From an optimization exercise on the open Yosys and OpenROAD flow, aimed at small area, a short achievable clock period and few clock cycles per item; shortcuts taken in it are not production practice.
Where RTL was checked, it was by simulation tests only, not by an equivalence proof against the original.
For run 7, only the layout was checked, not whether the RTL still works.
Power and IR drop assume default switching activity.

==> flow/design.v <==
`timescale 1ns/100ps
package dma_pkg;
   localparam int ADDR_W = 16;
   localparam int LEN_W  = 12;
   localparam int DESC_W = 2 * ADDR_W + LEN_W;
   typedef enum logic [2:0] {
      RD_IDLE,
      RD_ADDR,
      RD_DATA,
      RD_WAIT_WR,
      RD_ERROR
   } rd_state_t;
   typedef enum logic [1:0] {
      WR_IDLE,
      WR_BUS,
      WR_DONE
   } wr_state_t;
   typedef enum logic {
      OWN_RD,
      OWN_WR
   } bus_owner_t;
endpackage
`timescale 1ns/100ps
module sync_fifo #(
   parameter int WIDTH = 32,
   parameter int DEPTH = 16
)(
   input  logic                         clk,
   input  logic                         reset_n,
   input  logic                         push,
   input  logic [WIDTH-1:0]             push_data,
   input  logic                         pop,
   output logic [WIDTH-1:0]             pop_data,
   output logic                         empty,
   output logic                         full,
   output logic [$clog2(DEPTH+1)-1:0]   count
);
   localparam int PTR_W = (DEPTH > 1) ? $clog2(DEPTH) : 1;
   logic [WIDTH-1:0] mem [DEPTH];
   logic [PTR_W-1:0] wr_ptr;
   logic [PTR_W-1:0] rd_ptr;
   logic             do_push;
   logic             do_pop;
   function automatic logic [PTR_W-1:0] next_ptr(input logic [PTR_W-1:0] p);
      next_ptr = (p == PTR_W'(DEPTH - 1)) ? '0 : p + 1'b1;
   endfunction
   assign do_push  = push && !full;
   assign do_pop   = pop && !empty;
   assign empty    = (count == '0);
   assign full     = (count == DEPTH);
   assign pop_data = mem[rd_ptr];
   always_ff @(posedge clk) begin
      if (do_push) mem[wr_ptr] <= push_data;
   end
   always_ff @(posedge clk) begin
      if (!reset_n) begin
         wr_ptr <= '0;
         rd_ptr <= '0;
         count  <= '0;
      end else begin
         if (do_push) wr_ptr <= next_ptr(wr_ptr);
         if (do_pop)  rd_ptr <= next_ptr(rd_ptr);
         case ({do_push, do_pop})
            2'b10:   count <= count + 1'b1;
            2'b01:   count <= count - 1'b1;
            default: count <= count;
         endcase
      end
   end
endmodule
`timescale 1ns/100ps
import dma_pkg::*;
module wb_arbiter
#(
   parameter int DATA_W = 32
)(
   input  logic              clk,
   input  logic              reset_n,
   input  logic              rd_cyc,
   input  logic              rd_stb,
   input  logic [ADDR_W-1:0] rd_adr,
   output logic [DATA_W-1:0] rd_dat_r,
   output logic              rd_ack,
   output logic              rd_err,
   input  logic              wr_cyc,
   input  logic              wr_stb,
   input  logic              wr_we,
   input  logic [ADDR_W-1:0] wr_adr,
   input  logic [DATA_W-1:0] wr_dat_w,
   output logic              wr_ack,
   output logic              m_cyc,
   output logic              m_stb,
   output logic              m_we,
   output logic [ADDR_W-1:0] m_adr,
   output logic [DATA_W-1:0] m_dat_w,
   input  logic [DATA_W-1:0] m_dat_r,
   input  logic              m_ack,
   input  logic              m_err
);
   dma_pkg::bus_owner_t owner;
   dma_pkg::bus_owner_t last_owner;
   logic       held;
   logic       last_cyc;
   assign last_cyc = (last_owner == OWN_RD) ? rd_cyc : wr_cyc;
   always_comb begin
      owner = last_owner;
      if (!(held && last_cyc)) begin
         if (last_owner == OWN_WR) owner = rd_cyc ? OWN_RD : (wr_cyc ? OWN_WR : last_owner);
         else                      owner = wr_cyc ? OWN_WR : (rd_cyc ? OWN_RD : last_owner);
      end
   end
   always_ff @(posedge clk) begin
      if (!reset_n) begin
         last_owner <= OWN_WR;
         held       <= 1'b0;
      end else begin
         if (m_cyc) last_owner <= owner;
         held <= m_cyc;
      end
   end
   assign m_cyc   = (owner == OWN_RD) ? rd_cyc : wr_cyc;
   assign m_stb   = (owner == OWN_RD) ? rd_stb : wr_stb;
   assign m_we    = (owner == OWN_WR) && wr_we;
   assign m_adr   = (owner == OWN_RD) ? rd_adr : wr_adr;
   assign m_dat_w = (owner == OWN_WR) ? wr_dat_w : '0;
   assign rd_dat_r = m_dat_r;
   assign rd_ack   = (owner == OWN_RD) && rd_cyc && m_ack;
   assign rd_err   = (owner == OWN_RD) && rd_cyc && m_err;
   assign wr_ack   = (owner == OWN_WR) && wr_cyc && m_ack;
endmodule
`timescale 1ns/100ps
import dma_pkg::*;
module dma_read_fsm
#(
   parameter int DATA_W     = 32,
   parameter int BURST_LEN  = 8,
   parameter int FIFO_DEPTH = 16
)(
   input  logic                           clk,
   input  logic                           reset_n,
   input  logic                           desc_valid,
   input  logic [ADDR_W-1:0]              desc_src,
   input  logic [LEN_W-1:0]               desc_len,
   input  logic                           wr_done,
   output logic                           desc_pop,
   output logic                           fifo_wr_en,
   output logic [DATA_W-1:0]              fifo_wr_data,
   input  logic [$clog2(FIFO_DEPTH+1)-1:0] fifo_count,
   output logic                           rd_cyc,
   output logic                           rd_stb,
   output logic [ADDR_W-1:0]              rd_adr,
   input  logic [DATA_W-1:0]              rd_dat_r,
   input  logic                           rd_ack,
   input  logic                           rd_err,
   output dma_pkg::rd_state_t                      state,
   output logic                           busy,
   output logic                           error,
   output logic [15:0]                    descriptor_count
);
   localparam int BST_W = $clog2(BURST_LEN + 1);
   dma_pkg::rd_state_t         next;
   logic [ADDR_W-1:0] src_addr;
   logic [LEN_W-1:0]  words_left;
   logic [BST_W-1:0]  burst_left;
   logic [LEN_W-1:0]  free_words;
   logic [LEN_W-1:0]  burst_size;
   logic              last_beat;
   assign free_words = LEN_W'(FIFO_DEPTH) - LEN_W'(fifo_count);
   assign last_beat  = rd_ack && (burst_left == BST_W'(1));
   always_comb begin
      burst_size = LEN_W'(BURST_LEN);
      if (words_left < burst_size) burst_size = words_left;
      if (free_words < burst_size) burst_size = free_words;
   end
   always_ff @(posedge clk) begin
      if (!reset_n) state <= RD_IDLE;
      else          state <= next;
   end
   always_comb begin
      next = state;
      unique case (state)
         RD_IDLE:    if (desc_valid) next = RD_ADDR;
         RD_ADDR:    if (free_words != '0) next = RD_DATA;
         RD_DATA: begin
            if (rd_err)
               next = RD_ERROR;
            else if (last_beat)
               next = (words_left == LEN_W'(1)) ? RD_WAIT_WR : RD_ADDR;
         end
         RD_WAIT_WR: if (wr_done) next = RD_IDLE;
         RD_ERROR:   next = RD_ERROR;
         default:    next = RD_IDLE;
      endcase
   end
   always_ff @(posedge clk) begin
      if (state == RD_IDLE && desc_valid) begin
         src_addr   <= desc_src;
         words_left <= desc_len;
      end
      if (state == RD_ADDR) burst_left <= BST_W'(burst_size);
      if (state == RD_DATA && rd_ack) begin
         src_addr   <= src_addr + 1'b1;
         words_left <= words_left - 1'b1;
         burst_left <= burst_left - 1'b1;
      end
   end
   always_ff @(posedge clk) begin
      if (!reset_n)      descriptor_count <= '0;
      else if (desc_pop) descriptor_count <= descriptor_count + 1'b1;
   end
   assign rd_cyc       = (state == RD_DATA);
   assign rd_stb       = rd_cyc;
   assign rd_adr       = src_addr;
   assign fifo_wr_en   = rd_cyc && rd_ack;
   assign fifo_wr_data = rd_dat_r;
   assign desc_pop     = (state == RD_WAIT_WR) && wr_done;
   assign busy         = (state != RD_IDLE);
   assign error        = (state == RD_ERROR);
endmodule
`timescale 1ns/100ps
import dma_pkg::*;
module dma_write_fsm
#(
   parameter int DATA_W = 32
)(
   input  logic              clk,
   input  logic              reset_n,
   input  logic              desc_valid,
   input  logic [ADDR_W-1:0] desc_dst,
   input  logic [LEN_W-1:0]  desc_len,
   output logic              fifo_rd_en,
   input  logic [DATA_W-1:0] fifo_rd_data,
   input  logic              fifo_empty,
   output logic              wr_cyc,
   output logic              wr_stb,
   output logic              wr_we,
   output logic [ADDR_W-1:0] wr_adr,
   output logic [DATA_W-1:0] wr_dat_w,
   input  logic              wr_ack,
   output logic              wr_done
);
   dma_pkg::wr_state_t         state;
   dma_pkg::wr_state_t         next;
   logic [ADDR_W-1:0] dst_addr;
   logic [LEN_W-1:0]  words_left;
   always_ff @(posedge clk) begin
      if (!reset_n) state <= WR_IDLE;
      else          state <= next;
   end
   always_comb begin
      next = state;
      unique case (state)
         WR_IDLE: if (desc_valid) next = WR_BUS;
         WR_BUS:  if (wr_ack && words_left == LEN_W'(1)) next = WR_DONE;
         WR_DONE: next = WR_IDLE;
         default: next = WR_IDLE;
      endcase
   end
   always_ff @(posedge clk) begin
      if (state == WR_IDLE && desc_valid) begin
         dst_addr   <= desc_dst;
         words_left <= desc_len;
      end
      if (fifo_rd_en) begin
         dst_addr   <= dst_addr + 1'b1;
         words_left <= words_left - 1'b1;
      end
   end
   assign wr_cyc     = (state == WR_BUS) && !fifo_empty;
   assign wr_stb     = wr_cyc;
   assign wr_we      = wr_stb;
   assign wr_adr     = dst_addr;
   assign wr_dat_w   = fifo_rd_data;
   assign fifo_rd_en = wr_cyc && wr_ack;
   assign wr_done    = (state == WR_DONE);
endmodule
`timescale 1ns/100ps
import dma_pkg::*;
module dma_top
#(
   parameter int DATA_W     = 32,
   parameter int BURST_LEN  = 8,
   parameter int FIFO_DEPTH = 16,
   parameter int DESC_DEPTH = 4
)(
   input  logic              clk,
   input  logic              reset_n,
   input  logic              desc_push,
   input  logic [ADDR_W-1:0] desc_src,
   input  logic [ADDR_W-1:0] desc_dst,
   input  logic [LEN_W-1:0]  desc_len,
   output logic              desc_full,
   output logic              m_cyc,
   output logic              m_stb,
   output logic              m_we,
   output logic [ADDR_W-1:0] m_adr,
   output logic [DATA_W-1:0] m_dat_w,
   input  logic [DATA_W-1:0] m_dat_r,
   input  logic              m_ack,
   input  logic              m_err,
   output logic              busy,
   output logic              error,
   output logic [15:0]       descriptor_count,
   output logic [2:0]        rd_state
);
   logic [DESC_W-1:0] desc_in, desc_head;
   logic              desc_empty, desc_valid, desc_pop;
   logic [ADDR_W-1:0] head_src, head_dst;
   logic [LEN_W-1:0]  head_len;
   logic                            fifo_wr_en, fifo_rd_en, fifo_empty;
   logic [DATA_W-1:0]               fifo_wr_data, fifo_rd_data;
   logic [$clog2(FIFO_DEPTH+1)-1:0] fifo_count;
   logic              rd_cyc, rd_stb, rd_ack, rd_err;
   logic [ADDR_W-1:0] rd_adr, wr_adr;
   logic [DATA_W-1:0] rd_dat_r, wr_dat_w;
   logic              wr_cyc, wr_stb, wr_we, wr_ack, wr_done;
   assign desc_in = {desc_src, desc_dst, desc_len};
   assign {head_src, head_dst, head_len} = desc_head;
   assign desc_valid = !desc_empty;
   sync_fifo #(.WIDTH(DESC_W), .DEPTH(DESC_DEPTH)) desc_fifo_i (
      .clk(clk), .reset_n(reset_n),
      .push(desc_push), .push_data(desc_in),
      .pop(desc_pop), .pop_data(desc_head),
      .empty(desc_empty), .full(desc_full), .count()
   );
   sync_fifo #(.WIDTH(DATA_W), .DEPTH(FIFO_DEPTH)) data_fifo_i (
      .clk(clk), .reset_n(reset_n),
      .push(fifo_wr_en), .push_data(fifo_wr_data),
      .pop(fifo_rd_en), .pop_data(fifo_rd_data),
      .empty(fifo_empty), .full(), .count(fifo_count)
   );
   dma_read_fsm #(.DATA_W(DATA_W), .BURST_LEN(BURST_LEN), .FIFO_DEPTH(FIFO_DEPTH)) read_fsm_i (
      .clk(clk), .reset_n(reset_n),
      .desc_valid(desc_valid), .desc_src(head_src), .desc_len(head_len),
      .wr_done(wr_done), .desc_pop(desc_pop),
      .fifo_wr_en(fifo_wr_en), .fifo_wr_data(fifo_wr_data), .fifo_count(fifo_count),
      .rd_cyc(rd_cyc), .rd_stb(rd_stb), .rd_adr(rd_adr),
      .rd_dat_r(rd_dat_r), .rd_ack(rd_ack), .rd_err(rd_err),
      .state(rd_state), .busy(busy), .error(error),
      .descriptor_count(descriptor_count)
   );
   dma_write_fsm #(.DATA_W(DATA_W)) write_fsm_i (
      .clk(clk), .reset_n(reset_n),
      .desc_valid(desc_valid), .desc_dst(head_dst), .desc_len(head_len),
      .fifo_rd_en(fifo_rd_en), .fifo_rd_data(fifo_rd_data), .fifo_empty(fifo_empty),
      .wr_cyc(wr_cyc), .wr_stb(wr_stb), .wr_we(wr_we), .wr_adr(wr_adr),
      .wr_dat_w(wr_dat_w), .wr_ack(wr_ack), .wr_done(wr_done)
   );
   wb_arbiter #(.DATA_W(DATA_W)) arbiter_i (
      .clk(clk), .reset_n(reset_n),
      .rd_cyc(rd_cyc), .rd_stb(rd_stb), .rd_adr(rd_adr),
      .rd_dat_r(rd_dat_r), .rd_ack(rd_ack), .rd_err(rd_err),
      .wr_cyc(wr_cyc), .wr_stb(wr_stb), .wr_we(wr_we), .wr_adr(wr_adr),
      .wr_dat_w(wr_dat_w), .wr_ack(wr_ack),
      .m_cyc(m_cyc), .m_stb(m_stb), .m_we(m_we), .m_adr(m_adr), .m_dat_w(m_dat_w),
      .m_dat_r(m_dat_r), .m_ack(m_ack), .m_err(m_err)
   );
endmodule
==> flow/run.sh <==
#!/bin/bash
# synth_recipe.tcl (not shown) runs the flow's synth.tcl, then flattens the netlist and writes it again
# the make line also repeats each setting of config.mk as NAME=value (left out here)
make -C /OpenROAD-flow-scripts/flow DESIGN_CONFIG=/design/flow/config.mk WORK_HOME=/design/flow/orfs CLKGATE_MAP_FILE= SYNTH_SCRIPT=/design/flow/synth_recipe.tcl finish
==> flow/config.mk <==
export PLATFORM = sky130hd
export DESIGN_NAME = dma_top
export DESIGN_NICKNAME = dma_top
export VERILOG_FILES = /design/flow/design.v
export SDC_FILE = /design/flow/constraint.sdc
export NUM_CORES = 4
export LEC_CHECK = 0
export CAP_MARGIN = 20
export CORE_MARGIN = 2
export CORE_UTILIZATION = 40
export SLEW_MARGIN = 20
==> flow/constraint.sdc <==
create_clock -name core_clock -period 6.0 [get_ports {clk}]
set_input_delay 1.2000 -clock core_clock [delete_from_list [all_inputs] [get_ports {clk}]]
set_output_delay 1.2000 -clock core_clock [all_outputs]
set_load 0.01 [all_outputs]
==> impl_metrics.py, run 1 <==
metrics = {
    "clocking": {
        "tritoncts": "built",
        "numCtsBuffers": 84,
        "hold_buffers": 0,
        "cts_root_buf": "clkbuf_16",
        "cts_buffer_depth": 3,
        "ctsResizeCount": 0,
        "h-tree-depth": 3,
        "cts_num_sinks": 797,
        "clk_pin_slew_worst_paths_ps": 60,
        "post_cts_buffers": 0,
        "clk_latency_ps": 650,
    },
    "yosys": {
        "yosys.area.top_type": "edfxtp_1",
        "ys_seq_area_frac": 0.723,
        "synth-adder-area-share": 0.0153,
        "avgSynthCellArea_um2": 18.9,
        "synth_edf_count": 748,
        "netlist_area_um2": 32400,
        "netlist_instances": 1715,
        "yosys_warnings": 5,
        "postSynthRegisterBits": 797,
        "yosysUniqueCellTypes": 62,
        "synth_compound_area_frac": 0.0243,
        "yosysTopAreaCellShare": 0.693,
        "synth_mux_area_frac": 0.150,
        "synth_xor_area_frac": 0.0186,
        "synth_top_family_by_area": "multiplexers",
        "synth_top_cells_by_area": "edfxtp_1 69%, mux4_2 14%, dfxtp_1 3.0%",
        "synthFlopType": "edfxtp_1",
        "synthArstFlopShare": 0,
        "synth-simple-area-share": 0.0560,
    },
    "timing": {
        "tns_ps": 0,
        "skew_ps": 49.3,
        "period_share": 0.879,
        "tightest_slew_ps": 1040,
        "slew_violations": 0,
        "rsz0062_at_grt": "no",
        "setup_viol": 0,
        "timing.final.ws_setup_ps": 729,
        "relSlewSlack": 0.302,
        "hold_viol": 0,
        "fin_crit_ps": 5270,
        "whs_ps": 486,
        "max_freq_mhz": 190,
    },
    "setup_path": {
        "worstReg2RegStart": "data_fifo_i.count[0]",
        "required_ps": 4800,
        "critPathMaxFanout": 25,
        "r2r.worst_path.cells": 10,
        "worstPathArrival_ps": 4070,
        "crit_type": "register to primary output",
        "ff2ff_setup_slack_ps": 1710,
        "worstSetupEndpointType": "primary output",
        "timing.rr.end": "data_fifo_i.mem[4][21]",
        "start_kind": "register",
    },
    "worst_hold_path": {
        "holdPathEnd": "data_fifo_i.count[4]",
        "hp-start": "data_fifo_i.count[4]",
        "whs_path_depth": 2,
        "hold_class": "register to register",
    },
    "grt": {
        "grt_max_degree": 81,
        "grt_pass1_vias": 17260,
        "track_usage": 0.172,
        "gr-total-overflow": 0,
        "grt_pass1_wl_um": 107000,
        "antenna_found_initial": 9,
    },
    "run_status": {
        "outcome": "timing/DRC/antenna clean",
    },
    "drt": {
        "wire_per_inst_um": 23.2,
        "dr.pass1.iters": 6,
        "vias_per_cell": 5.35,
        "ant_nets": 0,
        "routed_wl_um": 70800,
        "drt_iter0_drc": 1347,
        "vias": 16333,
        "drc": 0,
    },
    "place": {
        "post_dp_cell_area_um2": 35500,
        "place.gp.congestion": 0.773,
        "pre_cts_ws_ps": 1370,
        "dp_hpwl_um": 41400,
        "port_buffers": 153,
    },
    "pwr": {
        "ir_drop_uv": 235,
        "p_leak_nw": 12.0,
        "powerDensity_nw_per_um2": 321,
    },
    "floorplan": {
        "row_count": 104,
        "dieWidth_um": 289,
        "ioPinCount": 154,
        "die-area_um2": 83300,
        "chipHeight_um": 289,
        "coreArea_um2": 80400,
        "start_util": 0.403,
    },
    "final_layout": {
        "fill_cells": 6658,
        "layout_commonest_cell": "edfxtp_1",
        "layout_common_cells": "748 x edfxtp_1, 204 x mux4_2, 152 x clkdlybuf4s50_1",
        "nets": 2042,
        "syn2layout_area_growth_pct": 18.1,
        "drive_above_1_share": 0.213,
        "stdcell_area_um2": 38300,
    },
    "job": {
        "maxCapViolations": 0,
    },
}
==> layout make-up <==
type	count	area, um2	area share
flip-flops and latches	797	23500	0.613
clock buffers	97	2150	0.0562
multi-input cells	824	8730	0.228
repair buffers	189	1850	0.0483
inverters	26	97.6	0.00255
clock inverters	58	654	0.0171
well taps	1060	1330	0.0347
diodes	2	5.00	0.000131
==> power by group <==
part | switching [mW] | internal (mW) | total, mW
Combinational | 0.400 | 0.345 | 0.745
Clock | 2.21 | 3.01 | 5.21
Sequential | 0.0933 | 6.24 | 6.33
Total | 2.70 | 9.59 | 12.3
==> layer usage <==
| metal | global-route usage | wire length [um] | part of all wire |
|---|---|---|---|
| met4 | 0.0528 | 1750 | 0.025 |
| met2 | 0.288 | 35400 | 0.50 |
| met1 | 0.230 | 30300 | 0.43 |
| met3 | 0.0323 | 3340 | 0.047 |
| met5 | 0 | 80 | 0.0011 |
==> Yosys cell counts (25+ instances only) <==
cell type	instances
nor2b_1	49
nand2_1	121
ha_1	38
dfxtp_1	49
o21ai_0	73
edfxtp_1	748
xnor2_1	41
mux4_2	204
clkbuf_1	46
inv_1	26
nor2_1	46
and2_1	25
xor2_1	28
==> registers in the layout, indices dropped and copies added, names as in the netlist, 4 cells and up, named ones only <==
signal	cells
write_fsm_i.words_left	12
data_fifo_i.rd_ptr	4
read_fsm_i.words_left	12
data_fifo_i.wr_ptr	4
data_fifo_i.count	5
read_fsm_i.src_addr	16
read_fsm_i.descriptor_count	16
write_fsm_i.dst_addr	16
data_fifo_i.mem	512
read_fsm_i.burst_left	4
desc_fifo_i.mem	176
==> worst max path at each step <==
stage | start | to | slack (ps)
floorplan | data_fifo_i.count[0] | data_fifo_i.mem[3][0] | 1190
global placement | data_fifo_i.count[0] | m_dat_w[6] | 1490
detailed placement | data_fifo_i.count[0] | m_dat_w[5] | 1370
CTS | data_fifo_i.count[0] | m_dat_w[5] | 670
global route | data_fifo_i.count[0] | m_dat_w[6] | 450
finish | data_fifo_i.count[0] | m_dat_w[5] | 730
==> cells by family (layout without fill, tap and decap cells) <==
family / Yosys count / after routing
DFF: 797 / 797
adders and majority gates: 39 / 39
muxes: 228 / 228
other: 1 / 10
buffers and inverters: 101 / 370
and+or+nand+nor: 351 / 351
xor gates and xnor gates: 69 / 69
AOI/OAI and AO/OA: 129 / 129
==> worst max-delay path: stages, from the launching register on <==
cell and delay, ps:
dfxtp_1 380, inv_1 110, ha_1 180, nor3b_1 360
ha_1 360, nor3b_1 100, o21ai_1 250, o31a_2 790
buf_4 330, nor2b_1 70, clkdlybuf4s50_1 470
==> metrics by stage <==
step            util  cells  power [mW]
5_1_grt        0.476   3052        12.7
2_1_floorplan      -   1722        6.80
6_report       0.476   3053        12.3
3_5_place_dp   0.441   2896        7.21
4_1_cts        0.476   3051        12.4
3_3_place_gp   0.441   2896        7.18
Testbench counts, summed over its fixed seeds: cycles 134,987, words 23,295.
==> run 2, diff against run 1 <==
==> flow/design.v (replaced) <==
`timescale 1ns/100ps
package dma_pkg;
   localparam int ADDR_W = 16;
   localparam int LEN_W  = 12;
   localparam int DESC_W = 2 * ADDR_W + LEN_W;
   typedef enum logic [2:0] {
      RD_IDLE,
      RD_ADDR,
      RD_DATA,
      RD_WAIT_WR,
      RD_ERROR
   } rd_state_t;
   typedef enum logic [1:0] {
      WR_IDLE,
      WR_BUS,
      WR_DONE
   } wr_state_t;
   typedef enum logic {
      OWN_RD,
      OWN_WR
   } bus_owner_t;
endpackage
`timescale 1ns/100ps
`timescale 1ns/100ps
`timescale 1ns/100ps
`timescale 1ns/100ps
`timescale 1ns/100ps
import dma_pkg::*;
module dma_top
#(
   parameter int DATA_W = 32
)(
   input  logic              clk,
   input  logic              reset_n,
   input  logic              desc_push,
   input  logic [ADDR_W-1:0] desc_src,
   input  logic [ADDR_W-1:0] desc_dst,
   input  logic [LEN_W-1:0]  desc_len,
   output logic              desc_full,
   output logic              m_cyc,
   output logic              m_stb,
   output logic              m_we,
   output logic [ADDR_W-1:0] m_adr,
   output logic [DATA_W-1:0] m_dat_w,
   input  logic [DATA_W-1:0] m_dat_r,
   input  logic              m_ack,
   input  logic              m_err,
   output logic              busy,
   output logic              error,
   output logic [15:0]       descriptor_count,
   output logic [2:0]        rd_state
);
   logic              run;         
   logic              we;          
   logic              err;         
   logic              busy_q;      
   logic [ADDR_W-1:0] adr;         
   logic [ADDR_W-1:0] nxt;         
   logic [LEN_W-1:0]  left;        
   logic [DATA_W-1:0] data;        
   logic [15:0]       count;
   logic idle, accept, ack, last;
   assign idle   = !run && !err;
   assign accept = idle && desc_push;
   assign ack    = run && m_ack;
   assign last   = (left == LEN_W'(1));
   always_ff @(posedge clk) begin
      if (!reset_n) begin
         run    <= 1'b0;
         err    <= 1'b0;
         busy_q <= 1'b0;
         count  <= '0;
      end else begin
         if (accept) begin
            run    <= 1'b1;
            busy_q <= 1'b1;
         end
         if (run && !we && m_err) begin
            run <= 1'b0;
            err <= 1'b1;
         end
         if (ack && we && last) begin
            run    <= 1'b0;
            busy_q <= 1'b0;
            count  <= count + 1'b1;
         end
      end
   end
   always_ff @(posedge clk) begin
      if (idle) begin
         we   <= 1'b0;
         adr  <= desc_src;
         nxt  <= desc_dst;
         left <= desc_len;
      end else if (ack) begin
         we  <= !we;
         adr <= nxt;
         nxt <= adr + 1'b1;
         if (we) left <= left - 1'b1;
      end
   end
   always_ff @(posedge clk) begin
      if (!we) data <= m_dat_r;
   end
   assign desc_full        = busy_q;
   assign busy             = busy_q;
   assign error            = err;
   assign rd_state         = {err, 1'b0, run};
   assign m_cyc            = run;
   assign m_stb            = run;
   assign m_we             = we;
   assign m_adr            = adr;
   assign m_dat_w          = data;
   assign descriptor_count = count;
endmodule
--- a/flow/config.mk
+++ b/flow/config.mk
@@ -9,3 +9,4 @@
 export CORE_MARGIN = 2
 export CORE_UTILIZATION = 40
+export SETUP_SLACK_MARGIN = 4.2
 export SLEW_MARGIN = 20
==> run 2 against run 1 <==
Compared with the run above:
- sequential share of layout area shrank 21 points
- via count shrank 78%
- die area shrank 86%
- global-route usage grew 3.3 points
- critical path depth shrank 9
- power shrank 86%
- critical endpoint is now m_adr[2]
==> impl_metrics.py, run 2 <==
metrics = {
    "setup_path": {
        "start_kind": "register",
        "required_ps": 4800,
        "crit_type": "register to primary output",
        "worstSetupEndpointType": "primary output",
        "worstPathArrival_ps": 1010,
        "crit_chain": "buf_2",
        "critPathTopFamily": "flip-flops",
        "slowest_stage": "edfxtp_1",
        "critPathMaxFanout": 4,
        "slowest_delay_ps": 470,
        "crit_buf_inv": 1,
    },
    "pwr": {
        "p_leak_nw": 2.70,
        "ir_drop_uv": 114,
        "p_total_mw": 1.72,
        "powerDensity_nw_per_um2": 254,
    },
    "yosys": {
        "yosys.area.top_type": "edfxtp_1",
        "synthMostInstantiatedCell": "nand2_1",
        "yosysUniqueCellTypes": 39,
        "avgSynthCellArea_um2": 11.2,
        "netlist_instances": 380,
        "postSynthRegisterBits": 96,
        "yosysTopAreaCellShare": 0.539,
        "synth_edf_count": 76,
        "synth_compound_area_frac": 0.0776,
        "netlist_area_um2": 4240,
        "synth-simple-area-share": 0.195,
        "yosys_warnings": 1,
        "synth_mux_area_frac": 0.00236,
        "synth-adder-area-share": 0.0118,
        "ys_seq_area_frac": 0.633,
        "synth_top_family_by_area": "simple AND/OR/NAND/NOR gates",
        "synthArstFlopShare": 0,
        "synthFlopType": "edfxtp_1",
        "synth_top_cells_by_area": "edfxtp_1 54%, dfxtp_1 9.4%, nand2_1 8.1%",
        "synth_common_cells": "91 x nand2_1, 76 x edfxtp_1, 30 x o21ai_0, 20 x dfxtp_1, 19 x nor2_1",
        "synth_xor_area_frac": 0.0517,
    },
    "floorplan": {
        "start_util": 0.410,
        "chipHeight_um": 107,
        "dieWidth_um": 107,
        "row_count": 37,
        "ioPinCount": 154,
        "die-area_um2": 11400,
        "coreArea_um2": 10300,
    },
    "grt": {
        "top_usage_layer": "met2",
        "grt_util_met3": 0.0383,
        "track_usage": 0.205,
        "antenna_found_initial": 0,
        "met1_usage": 0.264,
        "grt_pass1_wl_um": 18000,
        "grt_pass1_vias": 3530,
        "grt_max_degree": 44,
        "use_met2": 0.345,
        "gr-total-overflow": 0,
    },
    "drt": {
        "ant_nets": 0,
        "dr.pass1.iters": 4,
        "vias_per_cell": 4.97,
        "wire_per_inst_um": 16.3,
        "drt_iter0_drc": 180,
        "vias": 3667,
        "routed_wl_um": 12000,
        "drc": 0,
    },
    "timing": {
        "rsz0062_at_grt": "yes",
        "hold_viol": 0,
        "slew_violations": 0,
        "period_share": 0.369,
        "tns_ps": 0,
        "tightest_slew_ps": 502,
        "relSlewSlack": 0.662,
        "setup_viol": 0,
        "skew_ps": 6.59,
        "max_freq_mhz": 452,
        "fin_crit_ps": 2210,
    },
    "clocking": {
        "clk_pin_slew_worst_paths_ps": 100,
        "cts_root_buf": "clkbuf_8",
        "cts_buffer_depth": 2,
        "h-tree-depth": 3,
        "clk_latency_ps": 360,
        "tritoncts": "built",
        "cts_num_sinks": 96,
        "numCtsBuffers": 9,
    },
    "worst_hold_path": {
        "hold_class": "register to register",
    },
    "final_layout": {
        "finalNonFillerCells": 738,
        "drive_above_1_share": 0.365,
        "syn2layout_area_growth_pct": 59.5,
        "diodes": 0,
        "largest_reg_flops": 32,
        "largest-register": "data",
        "layout_commonest_cell": "nand2_1",
        "layout_common_cells": "88 x nand2_1, 78 x clkdlybuf4s50_1, 76 x edfxtp_1",
        "nets": 682,
        "ff_latch_area_um2": 2740,
        "fill_cells": 848,
        "multiInputGateArea_um2": 1700,
    },
    "place": {
        "port_buffers": 152,
        "place.gp.congestion": 0.726,
        "dp_hpwl_um": 7320,
        "dp.cells": 652,
    },
    "run_status": {
        "outcome": "timing/DRC/antenna clean",
    },
    "job": {
        "maxCapViolations": 0,
    },
}
[run 2: cell types whose count changed in the layout (fill, tap and decap cells not counted), moves of 48 or more]
cell,change
edfxtp_1,-672
mux4_2,-204
clkbuf_16,-84
clkdlybuf4s50_1,-74
o21ai_0,-49
nor2b_1,-48
[run 2: stage by stage]
| stage | setup WS [ps] | utilization | hold slack [ps] | area [um2] |
|---|---|---|---|---|
| after floorplan | 3840 | - | 491 | 4310 |
| after global placement | 2940 | 0.574 | 484 | 5920 |
| after detailed placement | 2900 | 0.574 | 491 | 5920 |
| after CTS | 3750 | 0.624 | 501 | 6450 |
| after global routing | 3740 | 0.655 | 529 | 6760 |
| final | 3790 | 0.655 | 517 | 6760 |
[run 2: power breakdown]
group	total [mW]	switching (mW)	leakage, nW	internal (mW)
logic	0.417	0.207	1.65	0.211
clock network	0.430	0.238	0.0914	0.192
registers	0.867	0.0481	0.961	0.819
[run 2: cell type report]
cell class,count,area share
inverter,8,0.00518
timing repair buffer,221,0.283
clock buffer,9,0.0183
tap,136,0.0252
multi-input combinational,260,0.252
clock inverter,7,0.0107
timing repair inverter,1,0.000741
sequential,96,0.405
[run 2: what timing repair did]
action,in CTS,in global routing
hold buffers,0,0
gates cloned,2,1
resized for setup,364,38
buffers inserted,48,19
pin swaps,9,7
setup endpoints to repair,160,99
[run 2: logic make-up (layout without fill, tap and decap cells)]
family / Yosys count / in the layout
AND/OR/NAND/NOR: 167 / 169
flip-flops: 96 / 96
AO/OA/AOI/OAI: 60 / 60
buffers and inverters: 26 / 246
XOR/XNOR: 25 / 25
adder cells (fa/ha/maj): 4 / 4
other: 1 / 1
multiplexers: 1 / 1
[run 2: path summary, 6_finish.rpt]
check        startpoint        end  slack, ps  cells past startpoint
min           count[15]  count[15]        520                      2
max reg2reg     left[1]   count[9]       3930                      8
max              adr[2]   m_adr[2]       3790                      1
min reg2reg   count[15]  count[15]        520                      2
[run 2: layer usage]
| metal | up-vias | share of wire |
|---|---|---|
| met5 | - | 0 |
| met4 | 0 | 0.024 |
| met3 | 21 | 0.058 |
| met2 | 134 | 0.49 |
| met1 | 1717 | 0.42 |
| li1 | 1795 | - |
Testbench counts of run 2, summed over its fixed seeds: cycles 134,319, words 23,295.
==> run 3, diff against run 2 <==
--- a/flow/config.mk
+++ b/flow/config.mk
@@ -9,4 +9,4 @@
 export CORE_MARGIN = 2
 export CORE_UTILIZATION = 40
-export SETUP_SLACK_MARGIN = 4.2
+export SETUP_SLACK_MARGIN = 3.8
 export SLEW_MARGIN = 20
==> run 3 against run 2 <==
Compared with the run above:
- register-to-register slack improved by 20 ps
- first-iteration DRC count fell by 18%
- critical path depth unchanged
- cell area decreased by 9.3%
- global-route usage decreased by 2.4 points
- highest routed layer unchanged
- critical path type unchanged
- still clean on timing, DRC and antenna
- clock skew increased by 8.6 ps
- die area did not move
- largest power group unchanged
- fmax increased by 2.4%
- worst hold slack got worse by 27 ps
- sequential power about the same
==> impl_metrics.py, run 3 <==
metrics = {
    "run_status": {
        "outcome": "timing/DRC/antenna clean",
    },
    "yosys": {
        "ys_seq_area_frac": 0.633,
        "synthMostInstantiatedCell": "nand2_1",
        "yosysUniqueCellTypes": 39,
        "synth-adder-area-share": 0.0118,
        "synthFlopType": "edfxtp_1",
        "postSynthRegisterBits": 96,
        "netlist_instances": 380,
        "synth_mux_area_frac": 0.00236,
        "yosysTopAreaCellShare": 0.539,
        "synth_edf_count": 76,
        "avgSynthCellArea_um2": 11.2,
        "synthArstFlopShare": 0,
        "synth_top_cells_by_area": "edfxtp_1 54%, dfxtp_1 9.4%, nand2_1 8.1%",
        "synth_common_cells": "91 x nand2_1, 76 x edfxtp_1, 30 x o21ai_0, 20 x dfxtp_1, 19 x nor2_1",
        "synth_xor_area_frac": 0.0517,
        "synth_top_family_by_area": "simple AND/OR/NAND/NOR gates",
        "synth_compound_area_frac": 0.0776,
        "netlist_area_um2": 4240,
        "synth-simple-area-share": 0.195,
        "yosys.area.top_type": "edfxtp_1",
        "yosys_warnings": 1,
    },
    "pwr": {
        "pwr-share-clk": 0.251,
        "p_total_mw": 1.62,
        "ir_drop_uv": 170,
        "combPwrFrac": 0.213,
        "powerDensity_nw_per_um2": 264,
        "swShare": 0.271,
        "p_sw_mw": 0.437,
        "p_int_mw": 1.18,
        "p_seq_frac": 0.537,
        "p_leak_nw": 2.39,
    },
    "worst_hold_path": {
        "hold_class": "register to register",
    },
    "setup_path": {
        "start_kind": "register",
        "worstPathArrival_ps": 960,
        "critPathMaxFanout": 6,
        "critPathTopFamily": "flip-flops",
        "crit_type": "register to primary output",
        "crit_buf_inv": 1,
        "slowest_delay_ps": 380,
        "required_ps": 4800,
        "slowest_stage": "dfxtp_4",
        "worstSetupEndpointType": "primary output",
        "crit_chain": "clkdlybuf4s15_1",
    },
    "place": {
        "pre_cts_ws_ps": 2910,
        "dp_hpwl_um": 6980,
        "port_buffers": 152,
        "place.gp.congestion": 0.729,
    },
    "timing": {
        "setup_viol": 0,
        "tightest_slew_ps": 725,
        "max_freq_mhz": 463,
        "timing.final.ws_setup_ps": 3840,
        "relSlewSlack": 0.512,
        "period_share": 0.360,
        "tns_ps": 0,
        "skew_ps": 15.2,
        "slew_violations": 0,
        "rsz0062_at_grt": "yes",
        "fin_crit_ps": 2160,
        "hold_viol": 0,
    },
    "final_layout": {
        "fill_cells": 886,
        "layout_common_cells": "90 x nand2_1, 79 x clkdlybuf4s50_1, 76 x edfxtp_1",
        "ff_latch_area_um2": 2740,
        "layout_commonest_cell": "nand2_1",
        "drive_above_1_share": 0.239,
        "diodes": 0,
        "largest_reg_flops": 32,
        "syn2layout_area_growth_pct": 44.6,
        "multiInputGateArea_um2": 1490,
        "nets": 641,
        "largest-register": "data",
    },
    "grt": {
        "grt_pass1_vias": 3334,
        "grt_max_degree": 60,
        "gr-total-overflow": 0,
        "antenna_found_initial": 0,
        "track_usage": 0.182,
        "grt_pass1_wl_um": 16300,
    },
    "drt": {
        "vias": 3434,
        "drt_iter0_drc": 147,
        "ant_nets": 0,
        "wire_per_inst_um": 14.6,
        "vias_per_cell": 4.93,
        "drc": 0,
        "dr.pass1.iters": 4,
        "routed_wl_um": 10200,
    },
    "floorplan": {
        "start_util": 0.410,
        "ioPinCount": 154,
        "dieWidth_um": 107,
        "row_count": 37,
        "coreArea_um2": 10300,
        "chipHeight_um": 107,
        "die-area_um2": 11400,
    },
    "job": {
        "maxCapViolations": 0,
    },
    "clocking": {
        "clk_pin_slew_worst_paths_ps": 80,
        "cts_root_buf": "clkbuf_8",
        "tritoncts": "built",
        "cts_num_sinks": 96,
        "h-tree-depth": 3,
        "numCtsBuffers": 9,
        "cts_buffer_depth": 2,
        "clk_latency_ps": 360,
    },
}
==> run 3: layer usage <==
metal | share of wire | vias to the layer above | global-route usage
met2 | 0.45 | 104 | 0.275
met3 | 0.062 | 10 | 0.0371
met4 | 0.012 | 0 | 0.0668
li1 | - | 1717 | -
met5 | 0 | - | 0
met1 | 0.47 | 1603 | 0.259
==> run 3: power groups by stage <==
stage	registers (mW)	logic, mW	clock network (mW)
floorplan	0.915	0.136	0
global placement	0.906	0.322	0
detailed placement	0.909	0.326	0
CTS	0.871	0.351	0.415
global route	0.877	0.382	0.442
finish	0.867	0.343	0.405
==> run 3: worst paths after layout <==
check                               from             endpoint  slack, ps  cells past startpoint
worst max register to register    adr[0]              nxt[14]       3950                      6
worst min register to register    busy_q               busy_q        490                      2
worst min-delay path              busy_q               busy_q        490                      2
worst max-delay path            count[4]  descriptor_count[4]       3840                      1
==> run 3: worst reg2reg max path: stages (launching register included) <==
cell and delay (ps):
edfxtp_1 370, buf_4 140, ha_1 210, nand4_1 300, nor4_1 490, xnor2_1 180, a21oi_1 90
==> run 3: final cells by class <==
type | count | share of cell area
repair buffers | 182 | 0.247
well taps | 136 | 0.0278
flip-flops and latches | 96 | 0.446
multi-input cells | 259 | 0.244
clock inverters | 3 | 0.00694
inverters | 8 | 0.00551
clock buffers | 13 | 0.0227
==> run 3: per-stage QoR <==
| step | instance area (um2) | hold WS, ps | util | cells |
|---|---|---|---|---|
| after floorplan | 4250 | 491 | - | 380 |
| after global placement | 5870 | 486 | 0.569 | 652 |
| after global routing | 6130 | 518 | 0.594 | 697 |
| final | 6130 | 490 | 0.594 | 697 |
| after detailed placement | 5870 | 490 | 0.569 | 652 |
| after CTS | 6250 | 497 | 0.605 | 691 |
==> run 3: repair_timing <==
action / in CTS / in global routing
resized for setup: 221 / 43
hold buffers: 0 / 0
setup buffers: 22 / 6
gates cloned: 1 / 0
setup endpoints to repair: 134 / 84
==> run 3: kinds of logic (layout without fill, tap and decap cells) <==
logic type,Yosys count,after routing
XOR/XNOR,25,25
flip-flops,96,96
buffers and inverters,26,206
other,1,1
multiplexers,1,1
AND/OR/NAND/NOR,167,168
adder cells (fa/ha/maj),4,4
AO/OA/AOI/OAI,60,60
==> run 4, diff against run 3 <==
--- a/flow/config.mk
+++ b/flow/config.mk
@@ -8,5 +8,5 @@
 export CAP_MARGIN = 20
 export CORE_MARGIN = 2
-export CORE_UTILIZATION = 40
+export CORE_UTILIZATION = 70
 export SETUP_SLACK_MARGIN = 3.8
 export SLEW_MARGIN = 20
==> run 4 against run 3 <==
Compared with the run above:
- the flow now stops in global placement
- synthesized area unchanged
- synthesized cell count unchanged
==> impl_metrics.py, run 4 <==
metrics = {
    "yosys": {
        "synth_mux_area_frac": 0.00236,
        "synthArstFlopShare": 0,
        "yosysUniqueCellTypes": 39,
        "synthFlopType": "edfxtp_1",
        "synth_compound_area_frac": 0.0776,
        "synth-simple-area-share": 0.195,
        "synth_top_cells_by_area": "edfxtp_1 54%, dfxtp_1 9.4%, nand2_1 8.1%",
        "netlist_area_um2": 4240,
        "synth_common_cells": "91 x nand2_1, 76 x edfxtp_1, 30 x o21ai_0, 20 x dfxtp_1, 19 x nor2_1",
        "avgSynthCellArea_um2": 11.2,
        "yosys.area.top_type": "edfxtp_1",
        "postSynthRegisterBits": 96,
        "yosys_warnings": 1,
        "ys_seq_area_frac": 0.633,
        "synthMostInstantiatedCell": "nand2_1",
        "synth_edf_count": 76,
        "netlist_instances": 380,
        "synth_xor_area_frac": 0.0517,
        "synth_top_family_by_area": "simple AND/OR/NAND/NOR gates",
        "synth-adder-area-share": 0.0118,
        "yosysTopAreaCellShare": 0.539,
    },
    "run_status": {
        "stop_error": "[ERROR GPL-0301] Utilization 102.672 % exceeds 100%.",
        "outcome": "stopped before the end",
        "haltStage": "global placement",
    },
    "place": {
        "port_buffers": 152,
    },
    "floorplan": {
        "start_util": 0.720,
        "row_count": 28,
        "dieWidth_um": 81.8,
        "ioPinCount": 154,
        "chipHeight_um": 81.8,
    },
}
-- run 4: kinds of logic after synthesis --
| family | Yosys count |
|---|---|
| mux | 1 |
| xor+xnor | 25 |
| other cells | 1 |
| flops | 96 |
| fa+ha+maj | 4 |
| buf+inv | 26 |
| compound gates | 60 |
| simple gates | 167 |
==> run 5, diff against run 4 <==
==> flow/flow/run.sh (new file) <==
#!/bin/bash
# The standard layout, with every port buffered by a plain buf_2 instead of the
# buffer cell buffer_ports picks by default.
set -euo pipefail
export BUFFER_PORTS_ARGS="-buffer_cell sky130_fd_sc_hd__buf_2"
bash standard.sh > standard.log 2>&1
==> flow/standard.sh (new file) <==
#!/bin/bash
# synth_recipe.tcl (not shown) runs the flow's synth.tcl, then flattens the netlist and writes it again
# the make line also repeats each setting of config.mk as NAME=value (left out here)
make -C /OpenROAD-flow-scripts/flow DESIGN_CONFIG=/design/flow/config.mk WORK_HOME=/design/flow/orfs CLKGATE_MAP_FILE= SYNTH_SCRIPT=/design/flow/synth_recipe.tcl "${@:-finish}"
--- a/flow/config.mk
+++ b/flow/config.mk
@@ -8,5 +8,5 @@
 export CAP_MARGIN = 20
 export CORE_MARGIN = 2
-export CORE_UTILIZATION = 70
+export CORE_UTILIZATION = 40
 export SETUP_SLACK_MARGIN = 3.8
 export SLEW_MARGIN = 20
removed: flow/run.sh
==> run 5 against run 4 <==
Compared with the run above:
- the run now finishes clean
- synthesized area stayed put
- synthesized cell count did not move
==> impl_metrics.py, run 5 <==
metrics = {
    "place": {
        "place.gp.congestion": 0.756,
        "pre_cts_ws_ps": 3350,
        "port_buffers": 152,
        "dp_hpwl_um": 6530,
        "dp.cells": 652,
    },
    "yosys": {
        "synthArstFlopShare": 0,
        "netlist_area_um2": 4240,
        "yosysUniqueCellTypes": 39,
        "avgSynthCellArea_um2": 11.2,
        "yosys.area.top_type": "edfxtp_1",
        "netlist_instances": 380,
        "synthFlopType": "edfxtp_1",
        "synth_edf_count": 76,
        "yosys_warnings": 1,
        "synth_top_cells_by_area": "edfxtp_1 54%, dfxtp_1 9.4%, nand2_1 8.1%",
        "synth_common_cells": "91 x nand2_1, 76 x edfxtp_1, 30 x o21ai_0, 20 x dfxtp_1, 19 x nor2_1",
        "postSynthRegisterBits": 96,
        "synthMostInstantiatedCell": "nand2_1",
        "ys_seq_area_frac": 0.633,
        "yosysTopAreaCellShare": 0.539,
    },
    "setup_path": {
        "worstReg2RegStart": "left[1]",
        "critPathTopFamily": "flip-flops",
        "worstPathArrival_ps": 950,
        "slowest_delay_ps": 440,
        "crit_buf_inv": 1,
        "slowest_stage": "edfxtp_1",
        "r2r.worst_path.cells": 7,
        "ff2ff_setup_slack_ps": 3980,
        "timing.rr.end": "count[3]",
        "start_kind": "register",
        "critPathMaxFanout": 4,
        "crit_chain": "buf_2",
        "worstSetupEndpointType": "primary output",
        "crit_type": "register to primary output",
        "required_ps": 4800,
        "crit_start": "adr[1]",
    },
    "timing": {
        "tns_ps": 0,
        "setup_viol": 0,
        "hold_viol": 0,
        "skew_ps": 5.82,
        "relSlewSlack": 0.520,
        "rsz0062_at_grt": "yes",
        "timing.final.ws_setup_ps": 3850,
        "fin_crit_ps": 2150,
        "period_share": 0.358,
        "slew_violations": 0,
        "max_freq_mhz": 465,
        "tightest_slew_ps": 714,
    },
    "final_layout": {
        "ff_latch_area_um2": 2690,
        "largest-register": "data",
        "layout_common_cells": "152 x buf_2, 90 x nand2_1, 76 x edfxtp_1",
        "multiInputGateArea_um2": 1470,
        "fill_cells": 959,
        "largest_reg_flops": 32,
        "syn2layout_area_growth_pct": 28.8,
        "finalNonFillerCells": 686,
        "layout_commonest_cell": "buf_2",
        "nets": 630,
        "diodes": 0,
        "drive_above_1_share": 0.364,
    },
    "clocking": {
        "h-tree-depth": 3,
        "cts_buffer_depth": 2,
        "clk_latency_ps": 350,
        "cts_root_buf": "clkbuf_8",
        "cts_num_sinks": 96,
        "hold_buffers": 0,
        "numCtsBuffers": 9,
        "tritoncts": "built",
        "clk_pin_slew_worst_paths_ps": 80,
    },
    "floorplan": {
        "start_util": 0.410,
        "die-area_um2": 11400,
        "dieWidth_um": 107,
        "ioPinCount": 154,
        "chipHeight_um": 107,
        "row_count": 37,
        "coreArea_um2": 10300,
    },
    "job": {
        "maxCapViolations": 0,
    },
    "grt": {
        "gr-total-overflow": 0,
        "grt_max_degree": 46,
        "grt_pass1_wl_um": 14300,
        "grt_pass1_vias": 2984,
        "track_usage": 0.160,
        "antenna_found_initial": 0,
    },
    "drt": {
        "vias": 3310,
        "routed_wl_um": 9200,
        "ant_nets": 0,
        "wire_per_inst_um": 13.4,
        "dr.pass1.iters": 4,
        "vias_per_cell": 4.83,
        "drc": 0,
        "drt_iter0_drc": 139,
    },
    "pwr": {
        "powerDensity_nw_per_um2": 287,
        "ir_drop_uv": 103,
        "p_total_mw": 1.56,
        "p_leak_nw": 2.34,
    },
    "worst_hold_path": {
        "holdPathEnd": "busy_q",
        "hp-start": "busy_q",
        "hold_class": "register to register",
        "whs_path_depth": 2,
    },
    "run_status": {
        "outcome": "timing/DRC/antenna clean",
    },
}
## run 5: cell counts after synthesis
Identical to the previous run, type by type.
## run 5: area by class of cell
class / count / share of cell area
Timing Repair Buffer: 172 / 0.167
Inverter: 8 / 0.00550
Multi-Input combinational cell: 258 / 0.270
Tap cell: 136 / 0.0312
Clock buffer: 16 / 0.0330
Sequential cell: 96 / 0.494
## run 5: tightest hold or removal path: stages, from the launching register on
cell and delay [ps]:
dfxtp_1 350, a21oi_1 50, nor2_1 70
## run 5: metrics by stage
stage	util	hold slack, ps	area (um2)
2_1_floorplan	-	491	4250
3_3_place_gp	0.495	480	5110
3_5_place_dp	0.495	481	5110
4_1_cts	0.522	506	5390
5_1_grt	0.529	527	5460
6_report	0.529	500	5460
## run 5: timing repair
action | 4_1_cts | 5_1_grt
setup endpoints to repair | 54 | 50
buffers inserted | 12 | 6
gates cloned | 0 | 0
gates resized for setup | 4 | 7
endpoints found under the hold margin | 0 | 0
## run 5: worst max-delay path by stage
stage / endpoint / slack, ps / cells after the start
after floorplan: count[4] / 3800 / 5
after global placement: count[15] / 3410 / 5
after detailed placement: count[9] / 3350 / 5
after CTS: m_adr[10] / 3800 / 1
after global routing: descriptor_count[9] / 3760 / 1
final: m_adr[1] / 3850 / 1
## run 5: kinds of logic (layout without fill, tap and decap cells)
group	Yosys count	after routing	synth area share
flops	96	96	0.633
compound gates	60	60	0.0777
buf+inv	26	196	0.0280
fa+ha+maj	4	4	0.0118
other cells	1	1	0.000885
simple gates	167	167	0.195
mux	1	1	0.00236
xor+xnor	25	25	0.0517
## run 5: power breakdown
part	switching, mW	internal (mW)	leakage [nW]
logic	0.170	0.129	1.30
registers	0.0479	0.824	0.952
clock network	0.206	0.186	0.0910
total	0.424	1.14	2.34
## run 5: metal layers
metal / up-vias / global-route usage / share of wire
met4: 0 / 0.0668 / 0.0095
met3: 8 / 0.0280 / 0.058
met5: - / 0 / 0
met1: 1507 / 0.216 / 0.46
li1: 1692 / - / -
met2: 103 / 0.257 / 0.47
==> run 6, diff against run 5 <==
==> flow/run.sh (new file) <==
#!/bin/bash
# synth_recipe.tcl (not shown) runs the flow's synth.tcl, then flattens the netlist and writes it again
# the make line also repeats each setting of config.mk as NAME=value (left out here)
make -C /OpenROAD-flow-scripts/flow DESIGN_CONFIG=/design/flow/config.mk WORK_HOME=/design/flow/orfs CLKGATE_MAP_FILE= SYNTH_SCRIPT=/design/flow/synth_recipe.tcl finish
--- a/flow/config.mk
+++ b/flow/config.mk
@@ -9,4 +9,3 @@
 export CORE_MARGIN = 2
 export CORE_UTILIZATION = 40
-export SETUP_SLACK_MARGIN = 3.8
 export SLEW_MARGIN = 20
removed: flow/flow/run.sh
removed: flow/standard.sh
==> run 6 against run 5 <==
Compared with the run above:
- cell area up 11%
- register-to-register slack worse by 160 ps
- sequential power up 2.5%
- fmax down 22%
- clock skew up 9.0 ps
- critical path type unchanged
- sequential share of layout area down 5.2 points
==> impl_metrics.py, run 6 <==
metrics = {
    "timing": {
        "hold_viol": 0,
        "max_freq_mhz": 363,
        "fin_crit_ps": 2750,
        "slew_violations": 0,
        "tightest_slew_ps": 710,
        "skew_ps": 14.8,
        "whs_ps": 498,
        "setup_viol": 0,
        "rsz0062_at_grt": "no",
        "period_share": 0.459,
        "relSlewSlack": 0.522,
        "tns_ps": 0,
    },
    "drt": {
        "vias": 3397,
        "dr.pass1.iters": 4,
        "drt_iter0_drc": 221,
        "wire_per_inst_um": 15.3,
        "vias_per_cell": 5.07,
        "ant_nets": 0,
        "drc": 0,
        "routed_wl_um": 10300,
    },
    "setup_path": {
        "r2r.worst_path.cells": 6,
        "slowest_delay_ps": 630,
        "required_ps": 4800,
        "crit_chain": "clkdlybuf4s50_1",
        "crit_buf_inv": 1,
        "critPathMaxFanout": 12,
        "worstSetupEndpointType": "primary output",
        "slowest_stage": "clkdlybuf4s50_1",
        "start_kind": "register",
        "worstPathArrival_ps": 1550,
        "critPathTopFamily": "buffers and inverters",
        "crit_type": "register to primary output",
        "cp.depth": 1,
    },
    "yosys": {
        "postSynthRegisterBits": 96,
        "synth_common_cells": "91 x nand2_1, 76 x edfxtp_1, 30 x o21ai_0, 20 x dfxtp_1, 19 x nor2_1",
        "avgSynthCellArea_um2": 11.2,
        "ys_seq_area_frac": 0.633,
        "synthFlopType": "edfxtp_1",
        "yosys.area.top_type": "edfxtp_1",
        "netlist_instances": 380,
        "synthMostInstantiatedCell": "nand2_1",
        "yosys_warnings": 1,
        "yosysTopAreaCellShare": 0.539,
        "synth_top_cells_by_area": "edfxtp_1 54%, dfxtp_1 9.4%, nand2_1 8.1%",
        "synthArstFlopShare": 0,
        "synth_edf_count": 76,
        "netlist_area_um2": 4240,
        "yosysUniqueCellTypes": 39,
    },
    "floorplan": {
        "ioPinCount": 154,
        "dieWidth_um": 107,
        "chipHeight_um": 107,
        "die-area_um2": 11400,
        "start_util": 0.410,
        "coreArea_um2": 10300,
        "row_count": 37,
    },
    "final_layout": {
        "drive_above_1_share": 0.0487,
        "syn2layout_area_growth_pct": 43.3,
        "nets": 614,
        "fill_cells": 890,
        "largest_reg_flops": 32,
        "ff_latch_area_um2": 2680,
        "multiInputGateArea_um2": 1440,
        "largest-register": "data",
        "layout_commonest_cell": "clkdlybuf4s50_1",
        "diodes": 0,
        "layout_common_cells": "152 x clkdlybuf4s50_1, 91 x nand2_1, 76 x edfxtp_1",
    },
    "grt": {
        "track_usage": 0.183,
        "antenna_found_initial": 0,
        "grt_pass1_wl_um": 16400,
        "grt_max_degree": 59,
        "grt_pass1_vias": 3242,
        "gr-total-overflow": 0,
    },
    "place": {
        "place.gp.congestion": 0.756,
        "port_buffers": 152,
        "dp_hpwl_um": 7470,
    },
    "clocking": {
        "cts_root_buf": "clkbuf_8",
        "ctsResizeCount": 0,
        "tritoncts": "built",
        "cts_num_sinks": 96,
        "h-tree-depth": 3,
        "clk_latency_ps": 350,
        "clk_pin_slew_worst_paths_ps": 90,
        "cts_buffer_depth": 2,
        "hold_buffers": 0,
        "post_cts_buffers": 0,
        "numCtsBuffers": 9,
    },
    "pwr": {
        "pwr-share-clk": 0.258,
        "p_int_mw": 1.20,
        "p_seq_frac": 0.544,
        "p_sw_mw": 0.446,
        "powerDensity_nw_per_um2": 271,
        "ir_drop_uv": 157,
        "p_leak_nw": 2.21,
        "combPwrFrac": 0.198,
        "swShare": 0.271,
    },
    "job": {
        "maxCapViolations": 0,
    },
    "worst_hold_path": {
        "hold_class": "register to register",
        "whs_path_depth": 2,
    },
    "run_status": {
        "outcome": "timing/DRC/antenna clean",
    },
}
==> run 6: cell types whose count changed in the layout (fill, tap and decap cells not counted), sizes merged <==
cell / before / now
buf: 172 / 4
clkdlybuf4s50: 0 / 152
clkbuf: 16 / 10
clkinv: 1 / 4
inv: 7 / 9
bufinv: 0 / 1
==> run 6: worst paths after layout <==
kind              startpoint   endpoint  slack [ps]
setup / recovery         run      m_cyc        3250
setup reg to reg     left[1]  count[11]        3820
hold reg to reg    count[15]  count[15]         500
hold / removal     count[15]  count[15]         500
==> run 6: cell families after synthesis <==
| logic type | Yosys count | share of synthesized area |
|---|---|---|
| AOI/OAI and AO/OA | 60 | 0.0777 |
| xor gates and xnor gates | 25 | 0.0517 |
| adders and majority gates | 4 | 0.0118 |
| buffers and inverters | 26 | 0.0280 |
| DFF | 96 | 0.633 |
| muxes | 1 | 0.00236 |
| other | 1 | 0.000885 |
| and+or+nand+nor | 167 | 0.195 |
==> run 6: tightest hold or removal path, delay by kind of cell, from the launching register on <==
family,cells,cell delay (ps)
AOI/OAI and AO/OA,2,120
DFF,1,330
==> run 6: stage by stage <==
step / power (mW) / instance area, um2 / util / setup slack, ps / cells
after floorplan: 1.05 / 4240 / - / 3440 / 380
after global placement: 1.24 / 5880 / 0.569 / 2980 / 654
after detailed placement: 1.24 / 5880 / 0.569 / 2900 / 654
after CTS: 1.66 / 6070 / 0.588 / 3230 / 670
after global routing: 1.73 / 6070 / 0.588 / 3150 / 670
final: 1.64 / 6070 / 0.588 / 3250 / 670
==> run 6: cell type report <==
type	count	area share
tap	136	0.0280
inverter	8	0.00495
clock inverter	6	0.0109
timing repair buffer	156	0.256
sequential	96	0.442
clock buffer	10	0.0210
multi-input combinational	258	0.238
==> run 6: layer usage <==
metal | part of all wire | vias to the layer above | GRT usage | wire length, um
li1 | - | 1653 | - | -
met1 | 0.46 | 1603 | 0.266 | 4750
met2 | 0.44 | 131 | 0.280 | 4560
met3 | 0.081 | 10 | 0.0401 | 834
met4 | 0.010 | 0 | 0.0473 | 106
met5 | 0 | - | 0 | 0
==> run 6: power by group through the flow <==
| stage | clock [mW] | combinational (mW) | sequential, mW |
|---|---|---|---|
| after CTS | 0.433 | 0.331 | 0.895 |
| after detailed placement | 0 | 0.330 | 0.910 |
| final | 0.425 | 0.325 | 0.894 |
| after floorplan | 0 | 0.135 | 0.916 |
| after global routing | 0.463 | 0.361 | 0.906 |
| after global placement | 0 | 0.327 | 0.908 |
==> run 7, diff against run 6 <==
--- a/flow/design.v
+++ b/flow/design.v
@@ -54,5 +54,8 @@
    logic              we;          
    logic              err;         
+   logic              done;        
+   logic              act;         
    logic              busy_q;      
+   logic              full_q;      
    logic [ADDR_W-1:0] adr;         
    logic [ADDR_W-1:0] nxt;         
@@ -60,51 +63,56 @@
    logic [DATA_W-1:0] data;        
    logic [15:0]       count;
-   logic idle, accept, ack, last;
+   logic idle, accept, ack, fin, fail;
+   logic run_n, err_n;
    assign idle   = !run && !err;
    assign accept = idle && desc_push;
    assign ack    = run && m_ack;
-   assign last   = (left == LEN_W'(1));
+   assign fin    = ack && we && (left == LEN_W'(1));
+   assign fail   = run && !we && m_err;
+   assign run_n  = accept || (run && !fin && !fail);
+   assign err_n  = err || fail;
    always_ff @(posedge clk) begin
       if (!reset_n) begin
          run    <= 1'b0;
          err    <= 1'b0;
+         done   <= 1'b0;
+         act    <= 1'b0;
          busy_q <= 1'b0;
-         count  <= '0;
+         full_q <= 1'b0;
       end else begin
-         if (accept) begin
-            run    <= 1'b1;
-            busy_q <= 1'b1;
-         end
-         if (run && !we && m_err) begin
-            run <= 1'b0;
-            err <= 1'b1;
-         end
-         if (ack && we && last) begin
-            run    <= 1'b0;
-            busy_q <= 1'b0;
-            count  <= count + 1'b1;
-         end
+         run    <= run_n;
+         err    <= err_n;
+         done   <= fin;
+         act    <= (run_n || fin) && !err_n;
+         busy_q <= run_n || fin || err_n;
+         full_q <= run_n || err_n;
       end
    end
    always_ff @(posedge clk) begin
-      if (idle) begin
+      if (!reset_n) count <= '0;
+      else          count <= count + {15'd0, done};
+   end
+   always_ff @(posedge clk) begin
+      if (!run) begin
          we   <= 1'b0;
          adr  <= desc_src;
          nxt  <= desc_dst;
-         left <= desc_len;
       end else if (ack) begin
          we  <= !we;
          adr <= nxt;
          nxt <= adr + 1'b1;
-         if (we) left <= left - 1'b1;
       end
+   end
+   always_ff @(posedge clk) begin
+      if (!run) left <= desc_len;
+      else      left <= left - {11'd0, ack && we};
    end
    always_ff @(posedge clk) begin
       if (!we) data <= m_dat_r;
    end
-   assign desc_full        = busy_q;
+   assign desc_full        = full_q;
    assign busy             = busy_q;
    assign error            = err;
-   assign rd_state         = {err, 1'b0, run};
+   assign rd_state         = {err, 1'b0, act};
    assign m_cyc            = run;
    assign m_stb            = run;
==> flow/flow/run.sh (new file) <==
#!/bin/bash
# The standard layout, with every port buffered by a plain buf_1 instead of the
# buffer cell buffer_ports picks by default.
set -euo pipefail
export BUFFER_PORTS_ARGS="-buffer_cell sky130_fd_sc_hd__buf_1"
bash standard.sh > standard.log 2>&1
==> flow/standard.sh (new file) <==
#!/bin/bash
# synth_recipe.tcl (not shown) runs the flow's synth.tcl, then flattens the netlist and writes it again
# the make line also repeats each setting of config.mk as NAME=value (left out here)
make -C /OpenROAD-flow-scripts/flow DESIGN_CONFIG=/design/flow/config.mk WORK_HOME=/design/flow/orfs CLKGATE_MAP_FILE= SYNTH_SCRIPT=/design/flow/synth_recipe.tcl "${@:-finish}"
--- a/flow/config.mk
+++ b/flow/config.mk
@@ -9,3 +9,4 @@
 export CORE_MARGIN = 2
 export CORE_UTILIZATION = 40
+export SETUP_SLACK_MARGIN = 3.8
 export SLEW_MARGIN = 20
removed: flow/run.sh
==> run 7 against run 6 <==
Compared with the run above:
- register-to-register slack improved by 210 ps
- largest power group unchanged
- core utilization fell by 7.3 points
- flip-flop and latch count rose by 3
- clock-buffer cell count did not move
- sequential share of layout area rose by 6.1 points
- first-iteration DRC count fell by 49%
- combinational power fell by 34%
- global-route usage fell by 2.2 points
==> impl_metrics.py, run 7 <==
metrics = {
    "yosys": {
        "netlist_instances": 333,
        "synth_common_cells": "64 x edfxtp_1, 46 x nor2_1, 35 x dfxtp_1, 23 x a21oi_1, 20 x xnor2_1",
        "yosysUniqueCellTypes": 35,
        "synth_edf_count": 64,
        "yosys.area.top_type": "edfxtp_1",
        "netlist_area_um2": 4130,
        "synthArstFlopShare": 0,
        "ys_seq_area_frac": 0.635,
        "yosys_warnings": 1,
        "yosysTopAreaCellShare": 0.465,
        "postSynthRegisterBits": 99,
        "synthMostInstantiatedCell": "edfxtp_1",
        "synthFlopType": "edfxtp_1",
        "avgSynthCellArea_um2": 12.4,
        "synth_top_cells_by_area": "edfxtp_1 47%, dfxtp_1 17%, mux2_2 4.6%",
    },
    "pwr": {
        "p_int_mw": 1.05,
        "swShare": 0.267,
        "p_sw_mw": 0.382,
        "p_leak_nw": 1.85,
        "combPwrFrac": 0.150,
        "ir_drop_uv": 135,
        "p_total_mw": 1.43,
        "powerDensity_nw_per_um2": 273,
        "pwr-share-clk": 0.273,
        "p_seq_frac": 0.577,
    },
    "place": {
        "place.gp.congestion": 0.734,
        "dp.cells": 607,
        "dp_hpwl_um": 6030,
        "port_buffers": 152,
        "post_dp_cell_area_um2": 4830,
    },
    "timing": {
        "period_share": 0.396,
        "max_freq_mhz": 421,
        "tightest_slew_ps": 839,
        "tns_ps": 0,
        "relSlewSlack": 0.441,
        "rsz0062_at_grt": "yes",
        "skew_ps": 12.0,
        "slew_violations": 0,
        "fin_crit_ps": 2370,
        "hold_viol": 0,
        "setup_viol": 0,
    },
    "final_layout": {
        "layout_commonest_cell": "buf_1",
        "layout_common_cells": "149 x buf_1, 64 x edfxtp_1, 46 x nor2_1",
        "drive_above_1_share": 0.150,
        "largest-register": "data",
        "nets": 588,
        "largest_reg_flops": 32,
        "stdcell_area_um2": 5240,
        "syn2layout_area_growth_pct": 26.9,
        "diodes": 0,
        "finalNonFillerCells": 643,
    },
    "setup_path": {
        "worstPathArrival_ps": 2620,
        "critPathMaxFanout": 4,
        "cp_common_cell": "ha_4",
        "crit_type": "input port to register",
        "slowest_delay_ps": 500,
        "r2r.worst_path.cells": 8,
        "crit_chain": "buf_6, and3_4, ha_4, ha_4, or4b_4, nor3b_2, xnor2_1, a21oi_1",
        "start_kind": "input port",
        "required_ps": 6240,
        "slowest_stage": "or4b_4",
        "worstSetupEndpointType": "register",
    },
    "drt": {
        "top_layer": "met4",
        "dr.pass1.iters": 4,
        "wl_met2_um": 4440,
        "drt_iter0_drc": 112,
        "wire_per_inst_um": 13.8,
        "vias_per_cell": 4.72,
        "drc": 0,
        "drt-met1-wl_um": 3960,
        "ant_nets": 0,
        "dr_wl_met3_um": 349,
        "routed_wl_um": 8890,
        "vias": 3034,
    },
    "run_status": {
        "outcome": "timing/DRC/antenna clean",
    },
    "grt": {
        "grt_pass1_vias": 2971,
        "antenna_found_initial": 0,
        "gr-total-overflow": 0,
        "grt_pass1_wl_um": 14100,
        "grt_max_degree": 38,
        "track_usage": 0.161,
    },
    "floorplan": {
        "die-area_um2": 11200,
        "dieWidth_um": 106,
        "ioPinCount": 154,
        "row_count": 37,
        "coreArea_um2": 10200,
        "chipHeight_um": 106,
        "start_util": 0.406,
    },
    "clocking": {
        "cts_num_sinks": 99,
        "h-tree-depth": 3,
        "tritoncts": "built",
        "cts_buffer_depth": 2,
        "numCtsBuffers": 9,
        "clk_pin_slew_worst_paths_ps": 90,
        "cts_root_buf": "clkbuf_8",
        "clk_latency_ps": 360,
    },
    "worst_hold_path": {
        "whs_path_depth": 2,
        "hold_class": "register to register",
    },
    "job": {
        "maxCapViolations": 0,
    },
}
[run 7: cells by family (layout without fill, tap and decap cells)]
kind of cell,after synthesis,count (layout),synth area share
and+or+nand+nor,115,115,0.146
DFF,99,99,0.635
xor gates and xnor gates,37,37,0.0784
AOI/OAI and AO/OA,30,30,0.0388
buffers and inverters,26,200,0.0324
muxes,20,20,0.0536
adders and majority gates,5,5,0.0151
other,1,1,0.000908
[run 7: what timing repair did]
action                     4_1_cts  5_1_grt
gates resized for setup          8        7
setup endpoints to repair       18       13
pin swaps                        6        4
hold endpoints to repair         0        0
gates cloned                     2        0
buffers inserted                15        3
hold buffers                     0        0
[run 7: final cells by class]
cell class                 instances  area (um2)
clock buffer                      10         128
timing repair buffer             173         801
clock inverter                     6        50.0
multi-input combinational        208        1420
inverter                          11        41.3
fill                             984        4940
sequential                        99        2640
tap                              136         170
[run 7: power by group through the flow]
| stage | registers (mW) | logic [mW] | clock network [mW] |
|---|---|---|---|
| final | 0.825 | 0.214 | 0.390 |
| after global routing | 0.832 | 0.238 | 0.427 |
| after CTS | 0.827 | 0.211 | 0.402 |
| after detailed placement | 0.853 | 0.170 | 0 |
| after global placement | 0.851 | 0.167 | 0 |
| after floorplan | 0.863 | 0.0924 | 0 |
[run 7: final timing paths]
| check | startpoint | endpoint | slack [ps] |
|---|---|---|---|
| setup reg to reg | run | left[10] | 4030 |
| hold reg to reg | left[4] | left[4] | 520 |
| hold / removal | left[4] | left[4] | 520 |
| setup / recovery | m_ack | left[10] | 3630 |
[run 7: metal layers]
metal,vias to the layer above,track usage
met5,-,0
met4,0,0.0611
met3,12,0.0241
met2,76,0.276
met1,1424,0.206
li1,1522,-
[run 7: worst max-delay path, delay by kind of cell]
family | cells | cell delay [ps]
xor gates and xnor gates | 1 | 130
adders and majority gates | 2 | 250
buffers and inverters | 1 | 70
and+or+nand+nor | 3 | 880
AOI/OAI and AO/OA | 1 | 80
[run 7: metrics by stage]
step | hold slack (ps) | setup slack [ps] | utilization
6_report | 517 | 3630 | 0.515
4_1_cts | 519 | 3600 | 0.512
3_3_place_gp | 486 | 3110 | 0.474
3_5_place_dp | 493 | 3070 | 0.474
5_1_grt | 555 | 3550 | 0.515
2_1_floorplan | 463 | 3360 | -

-- separate check: timing with driven ports --
Ports are ideal in the flow. The routed layouts listed here were re-timed in OpenROAD. Step 1 (the two cells are an assumption about what drives the block):
set clk [get_ports {clk}]
set_driving_cell -lib_cell sky130_fd_sc_hd__clkbuf_16 $clk
set_driving_cell -lib_cell sky130_fd_sc_hd__buf_2 [delete_from_list [all_inputs] $clk]
Step 2 adds t to the input delays and takes it off the output delays; t is the mean of the earliest and latest rising clock arrival at the registers after step 1. Input paths then give back, and output paths get back, about the clock's delay inside the block. Slacks: ideal / step 1 / step 2; pairs: ideal / step 1.
run | t, ns | setup WS [ns] | hold slack, ns | worst setup path at the end | worst register clock-pin slew, ns
run 1 | 0.691 | 0.729 / 0.667 / 1.357 | 0.486 / 0.486 / 0.486 | register to output | 0.07 / 0.07
run 2 | 0.395 | 3.788 / 3.754 / 3.495 | 0.517 / 0.517 / 0.517 | input to register | 0.10 / 0.10
run 3 | 0.384 | 3.839 / 3.807 / 3.532 | 0.490 / 0.490 / 0.490 | input to register | 0.10 / 0.10
run 5 | 0.378 | 3.851 / 3.818 / 3.491 | 0.500 / 0.500 / 0.500 | input to register | 0.09 / 0.09
run 6 | 0.380 | 3.247 / 3.212 / 2.885 | 0.498 / 0.498 / 0.498 | input to register | 0.10 / 0.10
run 7 | 0.376 | 3.627 / 3.614 / 3.239 | 0.517 / 0.517 / 0.517 | input to register | 0.10 / 0.10
After both steps every run listed still meets setup and hold. The setup slack of run 7, which loses most, moves by -0.013 ns with the drivers and by -0.388 ns with both steps.
